Background: an optimization exercise with open tools, aiming at small area. Do not read the settings as production practice. Only simulation tests tie the RTL to the original design; equivalence was not proved. Power figures rest on the tool's default switching activity, not on a simulated workload.

## flow/design.v

```verilog
module matrix_alu #(
    parameter int ELEM_W     = 16,
    parameter int MUL_CYCLES = 16
) (
    input  logic                 Clk,
    input  logic                 nReset,
    input  logic                 start,
    input  logic [2:0]           opcode,
    input  logic [16*ELEM_W-1:0] operandA,
    input  logic [16*ELEM_W-1:0] operandB,
    output logic [16*ELEM_W-1:0] result,
    output logic                 busy,
    output logic                 done,
    output logic                 err
);
    localparam logic [2:0] OP_ADD = 3'b000;
    localparam logic [2:0] OP_SUB = 3'b001;
    localparam logic [2:0] OP_TRN = 3'b010;
    localparam logic [2:0] OP_SCL = 3'b011;
    localparam logic [2:0] OP_MUL = 3'b100;
    localparam logic [1:0] S_IDLE = 2'd0;
    localparam logic [1:0] S_BUSY = 2'd1;
    localparam logic [1:0] S_DONE = 2'd2;
    logic [15:0] x_q   [16];
    logic [15:0] b_q   [16];
    logic [15:0] r_q   [4];
    logic [15:0] acc_q [4];
    logic [1:0]  st_q;
    logic [7:0]  cnt_q;
    logic [2:0]  op_q;
    logic        valid_q;
    logic        err_q;
    logic        lap_q;
    wire idle   = (st_q == S_IDLE);
    wire accept = start & idle;
    wire legal  = (opcode <= OP_MUL);
    wire [3:0] ph = cnt_q[3:0];
    wire [7:0] n  = cnt_q;
    wire        m_comp  = n[4];
    wire [1:0]  m_tr    = n[6:5] - 2'd1;        
    wire        m_first = (ph[3:2] == 2'd0);    
    wire        m_cwr   = !n[4] && (n[7:5] != 3'd0) && (ph[3:2] == m_tr);
    wire        m_fill  = !n[4] && (ph[3:2] == (m_tr + 2'd1));
    wire        m_last  = (n == 8'd143);
    logic t_visit;
    always_comb begin
        case (n)
            8'd1, 8'd3, 8'd4, 8'd6, 8'd8, 8'd12, 8'd18, 8'd25,
            8'd33, 8'd35, 8'd36, 8'd38,
            8'd49, 8'd52, 8'd55, 8'd59, 8'd66, 8'd72, 8'd77, 8'd78,
            8'd81, 8'd84, 8'd87, 8'd91: t_visit = 1'b1;
            default: t_visit = 1'b0;
        endcase
    end
    wire s_load = (n == 8'd15);
    wire s_shft = (n >= 8'd15) && (n <= 8'd18);
    wire s_pass = (n[7:4] == 4'd2);
    wire ew_pass = (n[7:4] == 4'd0);
    wire is_busy = (st_q == S_BUSY);
    wire op_ill  = op_q[2] & (op_q[1] | op_q[0]);
    logic        x_sel_r, x_one, x_neg;    
    logic        y_sel_b, y_sel_x;         
    logic        a_sel_x, a_sel_acc;       
    logic        xwr;                       
    logic        rsh;                       
    logic        rin_b;                     
    logic        fin;                       
    always_comb begin
        x_sel_r   = 1'b0;
        x_one     = 1'b0;
        x_neg     = 1'b0;
        y_sel_b   = 1'b0;
        y_sel_x   = 1'b0;
        a_sel_x   = 1'b0;
        a_sel_acc = 1'b0;
        xwr       = 1'b0;
        rsh       = 1'b0;
        rin_b     = 1'b0;
        fin       = 1'b0;
        if (is_busy) begin
            if (op_ill) begin
                xwr = !valid_q;
                fin = (ph == 4'd15) && lap_q;
            end else begin
                case (op_q)
                    OP_ADD, OP_SUB: begin
                        a_sel_x = 1'b1;
                        y_sel_b = 1'b1;
                        x_one   = (op_q == OP_ADD);
                        x_neg   = (op_q == OP_SUB);
                        xwr     = ew_pass;
                        fin     = (n == 8'd15);
                    end
                    OP_TRN: begin
                        x_sel_r = 1'b1;
                        rsh     = t_visit;
                        xwr     = t_visit;
                        fin     = (n == 8'd95);
                    end
                    OP_SCL: begin
                        x_sel_r = 1'b1;
                        y_sel_x = 1'b1;
                        rsh     = s_shft;
                        rin_b   = s_load;
                        xwr     = s_pass;
                        fin     = (n == 8'd47);
                    end
                    default: begin  
                        y_sel_b   = 1'b1;
                        if (m_comp) begin
                            x_sel_r   = 1'b1;
                            a_sel_acc = !m_first;
                            rsh       = (ph[1:0] == 2'd3);
                        end else begin
                            a_sel_acc = 1'b1;
                            xwr       = m_cwr;
                            rsh       = m_fill;
                        end
                        fin = m_last;
                    end
                endcase
            end
        end
    end
    logic [15:0] mx, my, ma, mac;
    always_comb begin
        if (x_sel_r)      mx = r_q[0];
        else if (x_one)   mx = 16'd1;
        else if (x_neg)   mx = 16'hffff;
        else              mx = 16'd0;
        if (y_sel_b)      my = b_q[0];
        else if (y_sel_x) my = x_q[0];
        else              my = 16'd1;
        if (a_sel_x)        ma = x_q[0];
        else if (a_sel_acc) ma = acc_q[0];
        else                ma = 16'd0;
        mac = ma + mx * my;
    end
    always_ff @(posedge Clk) begin
        for (int p = 0; p < 16; p++) begin
            if (accept && legal) begin
                x_q[p] <= operandA[255-16*p -: 16];
                b_q[p] <= operandB[255-16*p -: 16];
            end else begin
                x_q[p] <= (p < 15) ? x_q[(p+1)%16] : (xwr ? mac : x_q[0]);
                b_q[p] <= b_q[(p+1)%16];
            end
        end
        if (rsh) begin
            for (int p = 0; p < 3; p++) r_q[p] <= r_q[p+1];
            r_q[3] <= rin_b ? b_q[0] : x_q[0];
        end
        for (int p = 0; p < 3; p++) acc_q[p] <= acc_q[p+1];
        acc_q[3] <= mac;
    end
    always_ff @(posedge Clk or negedge nReset) begin
        if (!nReset) begin
            st_q    <= S_IDLE;
            cnt_q   <= '0;
            op_q    <= '0;
            valid_q <= 1'b0;
            err_q   <= 1'b0;
            lap_q   <= 1'b0;
        end else begin
            cnt_q <= cnt_q + 8'd1;
            case (st_q)
                S_IDLE: begin
                    if (start) begin
                        st_q  <= S_BUSY;
                        op_q  <= opcode;
                        err_q <= !legal;
                        lap_q <= 1'b0;
                        if (legal) begin
                            cnt_q   <= '0;
                            valid_q <= 1'b1;
                        end
                    end
                end
                S_BUSY: begin
                    if (ph == 4'd15) lap_q <= 1'b1;
                    if (fin) begin
                        st_q <= S_DONE;
                        if (op_ill) valid_q <= 1'b1;
                    end
                end
                default: st_q <= S_IDLE;
            endcase
        end
    end
    always_comb begin
        for (int p = 0; p < 16; p++) result[255-16*p -: 16] = x_q[p];
    end
    assign busy = (st_q == S_BUSY);
    assign done = (st_q == S_DONE);
    assign err  = err_q;
endmodule
```

## flow/run.sh

```bash
#!/bin/bash
# synth_recipe.tcl (not shown) runs the flow's synth.tcl, then flattens the netlist and writes it again
# the make line also repeats each setting of config.mk as NAME=value (left out here)
make -C /OpenROAD-flow-scripts/flow DESIGN_CONFIG=/design/flow/config.mk WORK_HOME=/design/flow/orfs CLKGATE_MAP_FILE= SYNTH_SCRIPT=/design/flow/synth_recipe.tcl finish
```

## flow/config.mk

```make
export PLATFORM = sky130hd
export DESIGN_NAME = matrix_alu
export DESIGN_NICKNAME = matrix_alu
export VERILOG_FILES = /design/flow/design.v
export SDC_FILE = /design/flow/constraint.sdc
export NUM_CORES = 4
export LEC_CHECK = 0
export CAP_MARGIN = 20
export CORE_MARGIN = 2
export CORE_UTILIZATION = 30
export PLACE_DENSITY = 0.45
export SLEW_MARGIN = 20
```

## flow/constraint.sdc

```tcl
create_clock -name core_clock -period 12.0 [get_ports {Clk}]
set_input_delay 2.4000 -clock core_clock [delete_from_list [all_inputs] [get_ports {Clk}]]
set_output_delay 2.4000 -clock core_clock [all_outputs]
set_load 0.01 [all_outputs]
```

==> impl_results.md, run 1 <==
- Worst-path maximum fanout: 27
- CP most frequent cell: xnor2_1
- Synth cell types: 68
- Via count: around 23000
- Core ar.: a little under 0.09 mm^2
- Post-CTS setup buffers: 0
- Final nets: 4468
- Worst-margin pin slew: ~1.1 ns
- Peak VDD IR: 0.335 mV
- Yosys reg bits: between 600 and 700
- CP cell instances: and4bb_2 -> o21ai_4 -> o21ai_0 -> nor2_1 -> fa_1 -> inv_1 -> fa_1 -> fa_1 -> fa_1 -> fa_1 -> fa_1 -> xnor2_1 -> xnor2_1 -> xnor2_1 -> xnor2_1 -> xnor2_1 -> xnor2_1 -> xnor3_1 -> xnor2_1 -> o221a_1
- CTS tree: done
- Htree depth: 3
- CP Launch Type: register
- Clock Sinks: ~660
- Final clock skew: 0.0449 ns
- RSZ-0062 raised after global routing: no
- Die area: a little under 0.09 mm^2
- Slew Viols, Final: 0
- Vias in the first global route: 23300
- Setup crit end kind: register
- Port Buffers: 776
- Synth Flop Type: dfxtp_1
- Hold-fix buffers, CTS: 0
- Layout Cells excl Fill: 5023
- Final setup TNS: 0 ns
- Hold Path Class: register to register
- Tot Pwr: roughly 13 mW
- Initial Utilization: 0.302
- # IOs: a little under 800
- Reg2reg start: op_q[2]
- Synth cell count leaders: nand2_1 (1552), dfxtp_1 (576), inv_1 (153), clkbuf_1 (131), nor2_1 (103)
- Max_cap viols: 0
- Final setup vio count: 0
- WL final: between 100 and 150 mm
- Pwr/cell area: 350 mW/mm^2
- Static leakage: roughly 17 nW
- Layout fillers: between 8000 and 9000
- CTS clock-pin slew for the worst setup and hold paths: approximately 0.060 ns
- Residual DRC: 0
- CP Class: register to register
- Period Utilization, post-route: 0.611
- CP required: roughly 13 ns
- Syn_nets: about 3700
- Status: no timing/DRC/antenna violations
- # placed instances: around 4900
- Mean Syn Cell Area: between 8 and 9 um^2
- P&R area growth vs syn: 44.8%
- Row cnt: ~110
- Worst skew pair latency: roughly 0.65 ns
- Final Critical Period: 7.34 ns
- Vias per cell: around 4.6
- CP Data Arrival Time: 7.88 ns
- Min-delay src: acc_q[2][0]
- Count leader, synth: nand2_1
- Psw: 5.54 mW
- Pre-CTS setup slack: approximately 4.6 ns
- Register area share after synthesis: 0.530
- Worst relative slew slack: 0.298
- Die width: 299 um
- Async SR Flop Fraction: 0.0244
- Switch share: 0.418
- Wire per inst: 26.1 um
- Chip height: roughly 300 um
- First-pass GRT wire length: around 180 mm
- Slowest-stage cell, CP: o21ai_4
- Peak Freq: 136 MHz
- Root buffer cell: clkbuf_16
- Starting DRC count in detailed routing: ~1800
- PnR worst setup slack: approximately 4.7 ns
- Hpwl dp: between 100 and 150 mm
- Sequential share of power: 0.320
- Total CTS buffers: 76
- Initial antenna violation count: 34
- EDFF count, synth: 64
- Combinational power share: 0.490
- Internal power: 7.70 mW
- Top-area cell type share of the netlist area: 0.441
- Final ANT Viol Nets: 0
- CP peak stage delay: approximately 0.63 ns
- Placer Congestion: slightly above 1
- GRT overflow: 0
- Post_cts resized: 0
- Synthesized cell area: between 0.02 and 0.03 mm^2
- Clock buffer depth: 3
- Cells after synthesis: a little over 3000
- Worst Setup SP: op_q[2]
- DR pass1 iterations: 5
- Final Hold Vio Count: 0
- Top post-synthesis cells by area: dfxtp_1 (44%), nand2_1 (22%), edfxtp_1 (7.4%)
- Layout cell share with drive strength beyond 1: 0.0521
- Largest net degree at the start of global routing: 190
- Total global-route track usage: 0.285
- Ys Warns: 5
- Area leader, netlist: dfxtp_1
- Clock Power Share: 0.190
- Hold WS: 0.322 ns
[cells in the final DEF (no fill, tap or decap), types with 7 or more instances in the layout]
cell type        synthesis  routed
a21oi_1                 17      17
a22o_1                   8       8
a22oi_1                 21      21
and2_1                   7       7
buf_4                    3      23
bufinv_16                0      10
clkbuf_1               131      14
clkbuf_16                0      77
clkbuf_8                 0      17
clkdlybuf4s50_1          0     776
clkinv_2                 0      11
dfrtp_1                 16      16
dfxtp_1                576     576
diode_2                  0       8
edfxtp_1                64      64
fa_1                    94      94
ha_1                    58      58
inv_1                  153     153
mux2_2                  18      18
mux2i_1                 18      18
nand2_1               1552    1552
nand2b_1                11      11
nand3_1                 14      13
nor2_1                 103     103
nor2b_1                  7       7
o21a_1                   7       7
o21ai_0                 42      41
or2_2                   12      12
xnor2_1                 29      29
xor2_1                  10      10
[flip-flops by register name, indices dropped and copies added, names as in the netlist]
signal,flops
b_q,256
x_q,256
acc_q,64
r_q,64
cnt_q,8
op_q,3
st_q,2
err_q,1
lap_q,1
valid_q,1
[worst max-delay path: cells and delay by family (launching register included)]
kind	cells	cell delay (ns)
buf+inv	1	0.09
flops	1	0.61
simple gates	2	0.67
fa+ha+maj	6	2.85
compound gates	3	1.37
xor+xnor	8	1.65
[metrics by stage]
stage | instance area, um^2 | utilization
after floorplan | 26100 | -
after global placement | 35000 | 0.405
after detailed placement | 35000 | 0.405
after CTS | 37800 | 0.437
after global routing | 37800 | 0.437
final | 37800 | 0.437
[power by group through the flow]
stage	logic (mW)	registers, mW	clock network (mW)
finish	6.49	4.23	2.52
global route	7.15	4.32	2.65
CTS	6.53	4.23	2.57
detailed placement	6.49	4.25	0
global placement	6.49	4.25	0
floorplan	3.64	4.02	0
[routing by layer]
metal | part of all wire | wire, um | GRT usage | vias up
met5 | 0.0014 | 178 | 0 | -
met1 | 0.43 | 56300 | 0.368 | 11100
met2 | 0.48 | 62500 | 0.479 | 722
met4 | 0.027 | 3540 | 0.0731 | 26
met3 | 0.065 | 8530 | 0.0683 | 200
li1 | - | - | - | 10900
[kinds of logic (layout without fill, tap and decap cells)]
group	after synthesis	after routing	synth area share
multiplexers	36	36	0.0147
adder cells (fa/ha/maj)	152	152	0.0998
AND/OR/NAND/NOR	1736	1736	0.258
buffers and inverters	301	1099	0.0449
XOR/XNOR	43	43	0.0165
AO/OA/AOI/OAI	138	138	0.0356
other	0	8	0
flip-flops	656	656	0.530
[final timing paths]
path / endpoint / slack, ns / cells past startpoint
max: x_q[15][15] / 4.66 / 20
min: acc_q[1][0] / 0.32 / 0
max reg2reg: x_q[15][15] / 4.66 / 20
min reg2reg: acc_q[1][0] / 0.32 / 0
max in group asynchronous: cnt_q[4] / 9.24 / 1
min in group asynchronous: op_q[1] / 2.23 / 1
[final cells by class]
class / instances / area [um^2] / area share
sequential: 656 / 13900 / 0.366
multi-input combinational: 2105 / 11100 / 0.295
timing repair buffer: 805 / 8030 / 0.212
clock buffer: 108 / 2210 / 0.0585
tap: 1155 / 1450 / 0.0382
inverter: 154 / 581 / 0.0153
clock inverter: 32 / 538 / 0.0142
antenna: 8 / 20.0 / 0.000529
==> inputs of run 2 (changes only) <==
--- a/flow/design.v
+++ b/flow/design.v
@@ -31,9 +31,12 @@
     logic        valid_q;
     logic        err_q;
     logic        lap_q;
-    wire idle   = (st_q == S_IDLE);
+    logic        idle_q, nidle_q;    
+    wire idle   = idle_q;
     wire accept = start & idle;
     wire legal  = (opcode <= OP_MUL);
+    wire ld     = start & idle_q & legal;
+    wire ldn    = ~start | nidle_q | ~legal;
     wire [3:0] ph = cnt_q[3:0];
     wire [7:0] n  = cnt_q;
     wire        m_comp  = n[4];
@@ -138,13 +141,10 @@
     end
     always_ff @(posedge Clk) begin
         for (int p = 0; p < 16; p++) begin
-            if (accept && legal) begin
-                x_q[p] <= operandA[255-16*p -: 16];
-                b_q[p] <= operandB[255-16*p -: 16];
-            end else begin
-                x_q[p] <= (p < 15) ? x_q[(p+1)%16] : (xwr ? mac : x_q[0]);
-                b_q[p] <= b_q[(p+1)%16];
-            end
+            x_q[p] <= ({16{ld}}  & operandA[255-16*p -: 16])
+                    | ({16{ldn}} & ((p < 15) ? x_q[(p+1)%16] : (xwr ? mac : x_q[0])));
+            b_q[p] <= ({16{ld}}  & operandB[255-16*p -: 16])
+                    | ({16{ldn}} & b_q[(p+1)%16]);
         end
         if (rsh) begin
             for (int p = 0; p < 3; p++) r_q[p] <= r_q[p+1];
@@ -156,6 +156,8 @@
     always_ff @(posedge Clk or negedge nReset) begin
         if (!nReset) begin
             st_q    <= S_IDLE;
+            idle_q  <= 1'b1;
+            nidle_q <= 1'b0;
             cnt_q   <= '0;
             op_q    <= '0;
             valid_q <= 1'b0;
@@ -166,7 +168,9 @@
             case (st_q)
                 S_IDLE: begin
                     if (start) begin
-                        st_q  <= S_BUSY;
+                        st_q    <= S_BUSY;
+                        idle_q  <= 1'b0;
+                        nidle_q <= 1'b1;
                         op_q  <= opcode;
                         err_q <= !legal;
                         lap_q <= 1'b0;
@@ -183,7 +187,11 @@
                         if (op_ill) valid_q <= 1'b1;
                     end
                 end
-                default: st_q <= S_IDLE;
+                default: begin
+                    st_q    <= S_IDLE;
+                    idle_q  <= 1'b1;
+                    nidle_q <= 1'b0;
+                end
             endcase
         end
     end
==> flow/flow/run.sh (new file) <==
#!/bin/bash
set -euo pipefail
bash standard.sh BUFFER_PORTS_ARGS="-buffer_cell sky130_fd_sc_hd__buf_1" finish > make_finish.log 2>&1
==> flow/standard.sh (new file) <==
#!/bin/bash
# synth_recipe.tcl (not shown) runs the flow's synth.tcl, then flattens the netlist and writes it again
# the make line also repeats each setting of config.mk as NAME=value (left out here)
make -C /OpenROAD-flow-scripts/flow DESIGN_CONFIG=/design/flow/config.mk WORK_HOME=/design/flow/orfs CLKGATE_MAP_FILE= SYNTH_SCRIPT=/design/flow/synth_recipe.tcl "${@:-finish}"
--- a/flow/config.mk
+++ b/flow/config.mk
@@ -7,6 +7,6 @@
 export LEC_CHECK = 0
 export CAP_MARGIN = 20
 export CORE_MARGIN = 2
-export CORE_UTILIZATION = 30
-export PLACE_DENSITY = 0.45
+export CORE_UTILIZATION = 60
+export PLACE_DENSITY = 0.7
 export SLEW_MARGIN = 20
removed: flow/run.sh
==> run 2 against run 1 <==
Compared with the run above:
- the run now fails in I/O pin placement (3_2_place_iop)
- synthesized cell count shrank 32%
- area after synthesis shrank 4.7%
==> impl_results.md, run 2 <==
- EDFF count, synth: 64 (unchanged)
- Synth cell types: 59 (-13%)
- Row cnt: 74 (-31%)
- Cells after synthesis: 2071 (-32%)
- Async SR Flop Fraction: 0.0274 (+0.00297)
- Count leader, synth: dfxtp_1
- Chip height: 208 um (-31%)
- Top-area cell type share of the netlist area: 0.463 (+0.0216)
- Yosys reg bits: 658 (+0.30%)
- Initial Utilization: 0.609 (+0.306)
- Area leader, netlist: dfxtp_1
- Mean Syn Cell Area: 12.0 um^2 (+41%)
- Err: [ERROR PPL-0024] Number of IO pins (777) exceeds maximum number of available positions (746). Increase the die perimeter from 830.94um to 1056.72um.
- Synthesized cell area: 0.0249 mm^2 (-4.7%)
- Synth Flop Type: dfxtp_1
- Status: stopped before the end
- Register area share after synthesis: 0.558 (+0.0281)
- Stop stage: I/O pin placement (3_2_place_iop)
- Syn_nets: 2741 (-27%)
- Top post-synthesis cells by area: dfxtp_1 (46%), a22o_1 (18%), edfxtp_1 (7.7%)
- Synth cell count leaders: dfxtp_1 (576), a22o_1 (505), inv_1 (162), clkbuf_1 (126), nor2_1 (118)
- Die width: 208 um (-31%)
- Ys Warns: 5 (unchanged)
[run 2: cell count changes after synthesis, sizes merged, moves of 4 or more]
cell	before	now
inv	154	162
or2	12	4
nor2	103	118
clkbuf	131	126
nor3	5	12
a22o	8	505
o21ai	48	40
xnor2	29	24
a21oi	19	23
a22oi	21	26
nand2	1552	67
[run 2: cells by family after synthesis]
family / Yosys count / share of synthesized area
compound gates: 629 / 0.211
buf+inv: 305 / 0.0475
xor+xnor: 42 / 0.0186
flops: 658 / 0.558
fa+ha+maj: 152 / 0.105
mux: 34 / 0.0146
simple gates: 251 / 0.0450

==> what the ideal ports hide <==
Ports are ideal in the flow. The routed layout listed here was re-timed in OpenROAD. Step 1 sets driving cells, clkbuf_16 on the clock port and buf_2 on the other inputs (assumed; they add their load-dependent delay and slew). Step 2, shift: input delay + t, output delay - t, t = (earliest + latest rising clock arrival at the registers) / 2. This alone moves slack from input paths to output paths. a / b / c = ideal / step 1 / step 2; a / b = the first two.
run: run 1
shift t [ns]: 0.695
setup slack, ns: 4.663 / 4.663 / 4.663
latest minus earliest clock arrival (ns): 0.051 / 0.051
pins driven straight from the clock port: 1
After both steps run 1 still meets setup and hold. The setup slack of run 1 moves by 0.000 ns with the drivers and by 0.000 ns with both steps.
